Source: an optimization exercise on an open RTL-to-GDS flow (aim: small area, a short achievable clock period and few clock cycles per item). Production flows keep margins and buffers that such runs may drop.
For this run, only the layout was checked, not whether the RTL still works.

`design.v`:
```
package aes_pkg;
    localparam int block_width = 128;
    localparam int word_width  = 32;
    localparam int byte_width  = 8;
    localparam int round_width = 4;
    localparam logic [round_width-1:0] num_rounds = 4'd10;
    localparam logic [byte_width-1:0] rcon_init = 8'h01;
    typedef union packed {
        logic [0:block_width/byte_width-1][byte_width-1:0] bytes;
        logic [0:block_width/word_width-1][word_width-1:0] words;
    } aes_state_t;
    localparam logic [256*byte_width-1:0] sbox_table = {
        128'h637c777bf26b6fc53001672bfed7ab76,
        128'hca82c97dfa5947f0add4a2af9ca472c0,
        128'hb7fd9326363ff7cc34a5e5f171d83115,
        128'h04c723c31896059a071280e2eb27b275,
        128'h09832c1a1b6e5aa0523bd6b329e32f84,
        128'h53d100ed20fcb15b6acbbe394a4c58cf,
        128'hd0efaafb434d338545f9027f503c9fa8,
        128'h51a3408f929d38f5bcb6da2110fff3d2,
        128'hcd0c13ec5f974417c4a77e3d645d1973,
        128'h60814fdc222a908846eeb814de5e0bdb,
        128'he0323a0a4906245cc2d3ac629195e479,
        128'he7c8376d8dd54ea96c56f4ea657aae08,
        128'hba78252e1ca6b4c6e8dd741f4bbd8b8a,
        128'h703eb5664803f60e613557b986c11d9e,
        128'he1f8981169d98e949b1e87e9ce5528df,
        128'h8ca1890dbfe6426841992d0fb054bb16
    };
    function automatic logic [byte_width-1:0] sbox(input logic [byte_width-1:0] b);
        sbox = sbox_table[(8'd255 - b)*byte_width +: byte_width];
    endfunction
    function automatic logic [byte_width-1:0] xtime(input logic [byte_width-1:0] b);
        xtime = {b[byte_width-2:0], 1'b0} ^ (8'h1b & {byte_width{b[byte_width-1]}});
    endfunction
endpackage
`timescale 1ns/100ps
module aes_ctrl (
    input  logic clk,
    input  logic rst,
    input  logic start,
    input  logic last_round,
    output logic load,
    output logic step,
    output logic valid
);
    logic running;
    assign load = start && !running;
    assign step = running;
    always_ff @(posedge clk or posedge rst) begin
        if (rst) begin
            running <= 1'b0;
            valid   <= 1'b0;
        end else begin
            valid <= running && last_round;
            if (load) begin
                running <= 1'b1;
            end else if (running && last_round) begin
                running <= 1'b0;
            end
        end
    end
endmodule
`timescale 1ns/100ps
module aes_round_counter (
    input  logic                           clk,
    input  logic                           rst,
    input  logic                           load,
    input  logic                           step,
    output logic                           last_round,
    output logic [aes_pkg::byte_width-1:0] rcon
);
    logic [aes_pkg::round_width-1:0] count;
    always_ff @(posedge clk or posedge rst) begin
        if (rst) begin
            count <= '0;
            rcon  <= '0;
        end else if (load) begin
            count <= {{(aes_pkg::round_width-1){1'b0}}, 1'b1};
            rcon  <= aes_pkg::rcon_init;
        end else if (step) begin
            count <= count + 1'b1;
            rcon  <= aes_pkg::xtime(rcon);
        end
    end
    assign last_round = (count == aes_pkg::num_rounds);
endmodule
`timescale 1ns/100ps
module aes_key_schedule (
    input  logic                            clk,
    input  logic                            rst,
    input  logic                            load,
    input  logic                            step,
    input  logic [aes_pkg::block_width-1:0] key,
    input  logic [aes_pkg::byte_width-1:0]  rcon,
    output aes_pkg::aes_state_t             round_key
);
    localparam int word_bytes = aes_pkg::word_width / aes_pkg::byte_width;
    aes_pkg::aes_state_t prev_key;
    logic [aes_pkg::word_width-1:0] rot_word;
    logic [aes_pkg::word_width-1:0] sub_word;
    logic [aes_pkg::word_width-1:0] temp_word;
    assign rot_word = {prev_key.words[3][aes_pkg::word_width-aes_pkg::byte_width-1:0],
                       prev_key.words[3][aes_pkg::word_width-1 -: aes_pkg::byte_width]};
    always_comb begin
        for (int i = 0; i < word_bytes; i++) begin
            sub_word[aes_pkg::byte_width*i +: aes_pkg::byte_width] =
                aes_pkg::sbox(rot_word[aes_pkg::byte_width*i +: aes_pkg::byte_width]);
        end
    end
    assign temp_word = sub_word ^ {rcon, {(aes_pkg::word_width-aes_pkg::byte_width){1'b0}}};
    always_comb begin
        round_key.words[0] = prev_key.words[0] ^ temp_word;
        round_key.words[1] = prev_key.words[1] ^ round_key.words[0];
        round_key.words[2] = prev_key.words[2] ^ round_key.words[1];
        round_key.words[3] = prev_key.words[3] ^ round_key.words[2];
    end
    always_ff @(posedge clk or posedge rst) begin
        if (rst) begin
            prev_key <= '0;
        end else if (load) begin
            prev_key <= key;
        end else if (step) begin
            prev_key <= round_key;
        end
    end
endmodule
`timescale 1ns/100ps
module aes_round (
    input  logic                            clk,
    input  logic                            rst,
    input  logic                            load,
    input  logic                            step,
    input  logic                            last_round,
    input  logic [aes_pkg::block_width-1:0] plaintext,
    input  logic [aes_pkg::block_width-1:0] key,
    input  aes_pkg::aes_state_t             round_key,
    output aes_pkg::aes_state_t             state
);
    localparam int num_bytes = aes_pkg::block_width / aes_pkg::byte_width;
    localparam int num_cols  = aes_pkg::block_width / aes_pkg::word_width;
    aes_pkg::aes_state_t cur_state;
    aes_pkg::aes_state_t sub_state;
    aes_pkg::aes_state_t shift_state;
    aes_pkg::aes_state_t mix_state;
    aes_pkg::aes_state_t round_out;
    function automatic logic [aes_pkg::word_width-1:0] mix_column(
        input logic [aes_pkg::word_width-1:0] col
    );
        logic [aes_pkg::byte_width-1:0] a0, a1, a2, a3;
        logic [aes_pkg::byte_width-1:0] d0, d1, d2, d3;
        {a0, a1, a2, a3} = col;
        d0 = aes_pkg::xtime(a0);
        d1 = aes_pkg::xtime(a1);
        d2 = aes_pkg::xtime(a2);
        d3 = aes_pkg::xtime(a3);
        mix_column = {d0 ^ d1 ^ a1 ^ a2 ^ a3,
                a0 ^ d1 ^ d2 ^ a2 ^ a3,
                a0 ^ a1 ^ d2 ^ d3 ^ a3,
                d0 ^ a0 ^ a1 ^ a2 ^ d3};
    endfunction
    always_comb begin
        for (int i = 0; i < num_bytes; i++) begin
            sub_state.bytes[i] = aes_pkg::sbox(cur_state.bytes[i]);
        end
    end
    always_comb begin
        for (int c = 0; c < num_cols; c++) begin
            for (int r = 0; r < num_cols; r++) begin
                shift_state.bytes[num_cols*c + r] =
                    sub_state.bytes[num_cols*((c + r) % num_cols) + r];
            end
        end
    end
    always_comb begin
        for (int c = 0; c < num_cols; c++) begin
            mix_state.words[c] = mix_column(shift_state.words[c]);
        end
    end
    assign round_out = (last_round ? shift_state : mix_state) ^ round_key;
    always_ff @(posedge clk or posedge rst) begin
        if (rst) begin
            cur_state <= '0;
        end else if (load) begin
            cur_state <= plaintext ^ key;
        end else if (step) begin
            cur_state <= round_out;
        end
    end
    always_ff @(posedge clk or posedge rst) begin
        if (rst) begin
            state <= '0;
        end else if (step && last_round) begin
            state <= round_out;
        end
    end
endmodule
`timescale 1ns/100ps
module aes_core (
    input  logic                            clk,
    input  logic                            rst,
    input  logic                            start,
    input  logic [aes_pkg::block_width-1:0] plaintext,
    input  logic [aes_pkg::block_width-1:0] key,
    output logic [aes_pkg::block_width-1:0] ciphertext,
    output logic                            valid
);
    logic                           load;
    logic                           step;
    logic                           last_round;
    logic [aes_pkg::byte_width-1:0] rcon;
    aes_pkg::aes_state_t            round_key;
    aes_ctrl i_aes_ctrl (
        .clk        (clk),
        .rst        (rst),
        .start      (start),
        .last_round (last_round),
        .load       (load),
        .step       (step),
        .valid      (valid)
    );
    aes_round_counter i_aes_round_counter (
        .clk        (clk),
        .rst        (rst),
        .load       (load),
        .step       (step),
        .last_round (last_round),
        .rcon       (rcon)
    );
    aes_key_schedule i_aes_key_schedule (
        .clk       (clk),
        .rst       (rst),
        .load      (load),
        .step      (step),
        .key       (key),
        .rcon      (rcon),
        .round_key (round_key)
    );
    aes_round i_aes_round (
        .clk        (clk),
        .rst        (rst),
        .load       (load),
        .step       (step),
        .last_round (last_round),
        .plaintext  (plaintext),
        .key        (key),
        .round_key  (round_key),
        .state      (ciphertext)
    );
endmodule
```
`run.sh`:
```
#!/bin/bash
# synth_recipe.tcl (not shown) runs the flow's synth.tcl, then flattens the netlist and writes it again
# the make line also repeats each setting of config.mk as NAME=value (left out here)
make -C /OpenROAD-flow-scripts/flow DESIGN_CONFIG=/design/flow/config.mk WORK_HOME=/design/flow/orfs CLKGATE_MAP_FILE= SYNTH_SCRIPT=/design/flow/synth_recipe.tcl finish
```
`config.mk`:
```
export PLATFORM = sky130hd
export DESIGN_NAME = aes_core
export DESIGN_NICKNAME = aes_core
export VERILOG_FILES = /design/flow/design.v
export SDC_FILE = /design/flow/constraint.sdc
export NUM_CORES = 8
export LEC_CHECK = 0
export CAP_MARGIN = 20
export CORE_MARGIN = 2
export CORE_UTILIZATION = 40
export SLEW_MARGIN = 20
```
`constraint.sdc`:
```
create_clock -name core_clock -period 7.0 [get_ports {clk}]
set_input_delay 1.4000 -clock core_clock [delete_from_list [all_inputs] [get_ports {clk}]]
set_output_delay 1.4000 -clock core_clock [all_outputs]
set_load 0.01 [all_outputs]
```
==> flow_metrics.py <==
metrics = {
    "clocking": {
        "cts_tree": "done",
        "cts_made_buffers": 66,
        "cts_max_path_buffers": 3,
        "cts_sinks": 398,
        "cts_root_buf": "clkbuf_16",
        "clk_latency_ns": 0.74,
        "cts.repair.resized": 0,
        "postCtsHoldBufs": 0,
        "path_clk_slew_ns": 0.05,
        "htreeDepth": 3,
        "post_cts_buffers": 0,
    },
    "layout": {
        "post-route-cell-area_sq_mm": 0.1034,
        "area_growth_pct": 8.239,
        "instances_no_fill": 16138,
        "nFillCells": 24980,
        "final_nets": 13471,
        "layout-drive-gt1-share": 0.1020,
    },
    "place": {
        "place_area_sq_mm": 0.1011,
        "hpwlAfterDp_um": 429400,
        "port_buffers": 387,
        "dp.cells": 16009,
        "gp_congestion": 1.083,
    },
    "global_route": {
        "antenna_found_initial": 17,
        "grt_pass1_wl_um": 823100,
        "grt_pass1_vias": 107463,
        "track_usage": 0.4550,
        "grt_overflow": 0,
        "grt_start_max_net_pins": 125,
    },
    "route": {
        "avgViaCountPerCell": 7.323,
        "wl_met2_um": 239100,
        "met1Wirelength_um": 217600,
        "drt_wl_total_um": 582600,
        "wl_met3_um": 71350,
        "antenna_left": 0,
        "top_layer": "met5",
        "dr.pass1.iters": 19,
        "drtIter0Drc": 22521,
        "wl_per_cell_um": 36.10,
        "vias": 118178,
        "drc": 0,
    },
    "setup_path": {
        "end_kind": "flip-flop",
        "required_ns": 7.54,
        "start_kind": "flip-flop",
        "worstPathCellList": "clkinv_1 -> ha_1 -> nor2_1 -> a211oi_1 -> o21bai_1 -> o311ai_0 -> a2111oi_0 -> a31oi_1 -> buf_4 -> xnor3_2 -> xnor2_1 -> xnor2_1 -> buf_4 -> xnor2_1 -> o21ai_0",
        "cpMostUsedCell": "xnor2_1",
        "cp_slowest_cell": "xnor2_1",
        "critPathBufInv": 3,
        "worstPathArrival_ns": 6.50,
        "crit_fanout": 14,
        "path_delay_family": "XOR/XNOR gates",
        "path_class": "reg -> reg",
        "cp_slowest_stage_delay_ns": 0.82,
    },
    "logic_synthesis": {
        "yosysTopAreaCell": "dfrtp_1",
        "synthArstFlopShare": 1.000,
        "syn-cell-area_sq_mm": 0.09556,
        "seq_area_frac_synth": 0.1042,
        "syn-num-nets": 14067,
        "ys_top_cells_by_area": "dfrtp_1 (10%), o21ai_0 (6.3%), mux4_2 (6.2%)",
        "synth_cell_types": 123,
        "syn_avg_cell_area_sq_um": 7.075,
        "synth_edf_count": 0,
        "syn_inst": 13506,
        "ys.flop_type": "dfrtp_1",
        "ys_warn_count": 4,
        "synth_top_area_share": 0.1042,
        "synth-seq-cells": 398,
    },
    "status": {
        "run_status": "complete, no violations",
    },
    "worst_hold_path": {
        "hold_path.class": "reg -> reg",
    },
    "sta": {
        "fin_hold_ws_ns": 0.4730,
        "setup_viol_count_final": 0,
        "clock_skew_ns": 0.08236,
        "period_minus_slack_ns": 5.961,
        "hold_violations": 0,
        "slew_viol_final": 0,
        "grt_setup_unrepaired": "false",
        "relSlewSlack": 0.1566,
        "max_freq_mhz": 167.8,
        "fin_crit_sh": 0.8516,
        "tns_ns": 0,
        "worst_slew_pin_slew_ns": 1.265,
    },
    "flow_run": {
        "drv_cap": 0,
    },
    "die": {
        "die_w_um": 492.8,
        "initial_core_util": 0.4021,
        "io-pin-count": 388,
        "coreArea_sq_mm": 0.2376,
        "die-height_um": 492.8,
        "die_area_sq_mm": 0.2428,
        "rows": 179,
    },
}
[layout make-up]
cell class	count	area, sq um	share of cell area
timing repair buffer	883	7845	0.07585
inverter	266	1010	0.009763
multi-input combinational	11295	78170	0.7558
clock inverter	34	455.4	0.004403
tap	3167	3963	0.03831
antenna	7	17.52	0.0001694
clock buffer	88	1866	0.01804
sequential	398	10100	0.09766
[worst paths after layout]
| kind | from | end | slack (ns) | cells past startpoint |
|---|---|---|---|---|
| setup / recovery | i_aes_key_schedule.prev_key[8] | i_aes_round.state[20] | 1.04 | 15 |
| hold / removal | i_aes_round.state[26] | i_aes_round.state[26] | 0.47 | 2 |
| setup reg to reg | i_aes_key_schedule.prev_key[8] | i_aes_round.state[20] | 1.04 | 15 |
| hold reg to reg | i_aes_round.state[26] | i_aes_round.state[26] | 0.47 | 2 |
| max in group asynchronous | rst | i_aes_round.cur_state[99] | 4.25 | 3 |
| min in group asynchronous | rst | i_aes_round.cur_state[16] | 1.23 | 2 |
[kinds of logic (layout without fill, tap and decap cells)]
logic type      count (synthesis)  in the layout  share of synthesized area
compound gates               5045           5045                     0.3579
simple gates                 4523           4523                     0.2342
buf+inv                      1813           1271                    0.07989
xor+xnor                      933            933                    0.09766
mux                           491            491                    0.08654
flops                         398            398                     0.1042
fa+ha+maj                     303            303                    0.03965
other cells                     0              7                          0
[cell usage in the layout, fill, tap and decap left out, drive strengths merged, types with 103 or more instances in the layout]
master         synthesis  routed
nor2b                411     411
o211ai               326     326
nand2               1087    1087
nand2b               427     427
clkdlybuf4s50          0     386
a221oi               111     111
a211o                124     124
nor3                 402     402
o221ai               103     103
a31oi                255     255
a211oi               257     257
or2                  118     118
and2                 137     137
mux2i                168     168
o311ai               206     206
dfrtp                398     398
a21oi               1088    1088
nor2                1051    1051
nand3                384     384
inv                  227     230
mux4                 262     262
xnor2                646     646
o31ai                142     142
buf                  688     497
o21ai               1216    1216
a311oi               194     194
xor2                 222     222
ha                   302     302
[routing by layer]
layer / track usage / vias to the layer above
met4: 0.3341 / 20
met2: 0.6571 / 9880
met1: 0.5884 / 56715
met3: 0.1081 / 2111
li1: - / 49452
met5: 0 / -
[cells in the mapped netlist, types with 188 or more instances]
cell / number
o21ai_0: 1199
nand2_1: 1087
a21oi_1: 1084
nor2_1: 1051
clkbuf_1: 857
xnor2_1: 626
buf_2: 483
nand2b_1: 427
nor2b_1: 411
nor3_1: 401
dfrtp_1: 398
nand3_1: 384
o211ai_1: 326
ha_1: 302
mux4_2: 262
a31oi_1: 253
a211oi_1: 252
inv_1: 220
xor2_1: 211
o311ai_0: 200
a311oi_1: 188
[state kept, by name, summed over array words and instances (netlist names)]
signal and count:
i_aes_ctrl.valid 1, i_aes_round_counter.count 4, i_aes_ctrl.running 1, i_aes_round.cur_state 128
i_aes_key_schedule.prev_key 128, i_aes_round.state 128, i_aes_round_counter.rcon 8
[through the flow]
stage	util	setup slack [ns]
6_report	0.4353	1.039
5_1_grt	0.4352	1.092
4_1_cts	0.4351	1.276
3_5_place_dp	0.4253	1.306
3_3_place_gp	0.4250	1.222
2_1_floorplan	-	0.2422
[tightest hold or removal path: cells and delay by family, from the launching register on]
kind               cells  cell delay [ns]
AOI/OAI and AO/OA      1             0.06
DFF                    1             0.33
and+or+nand+nor        1             0.04

separate check: timing with driven ports:
In the flow no input, the clock included, has a driving cell. The finished layout below was timed again as built, in two steps.
Step 1, drivers: a clkbuf_16 drives clk and a buf_2 each remaining input, both assumed.
Step 2, shift: input delay + t, output delay - t, t = (earliest + latest rising clock arrival at the registers) / 2. This alone moves slack from input paths to output paths.
a / b / c = ideal / step 1 / step 2; a / b = the first two.
shift t [ns]: 0.799
setup slack, ns: 1.039 / 1.039 / 1.039
slew at the worst register clock pin (ns): 0.07 / 0.07
worst data-port slew with drivers (ns): 0.18
cell pins on the clock port's net: 1
After both steps setup and hold are still met in this run. For this run, drivers alone change the setup slack by 0.000 ns; drivers and shift together by 0.000 ns.
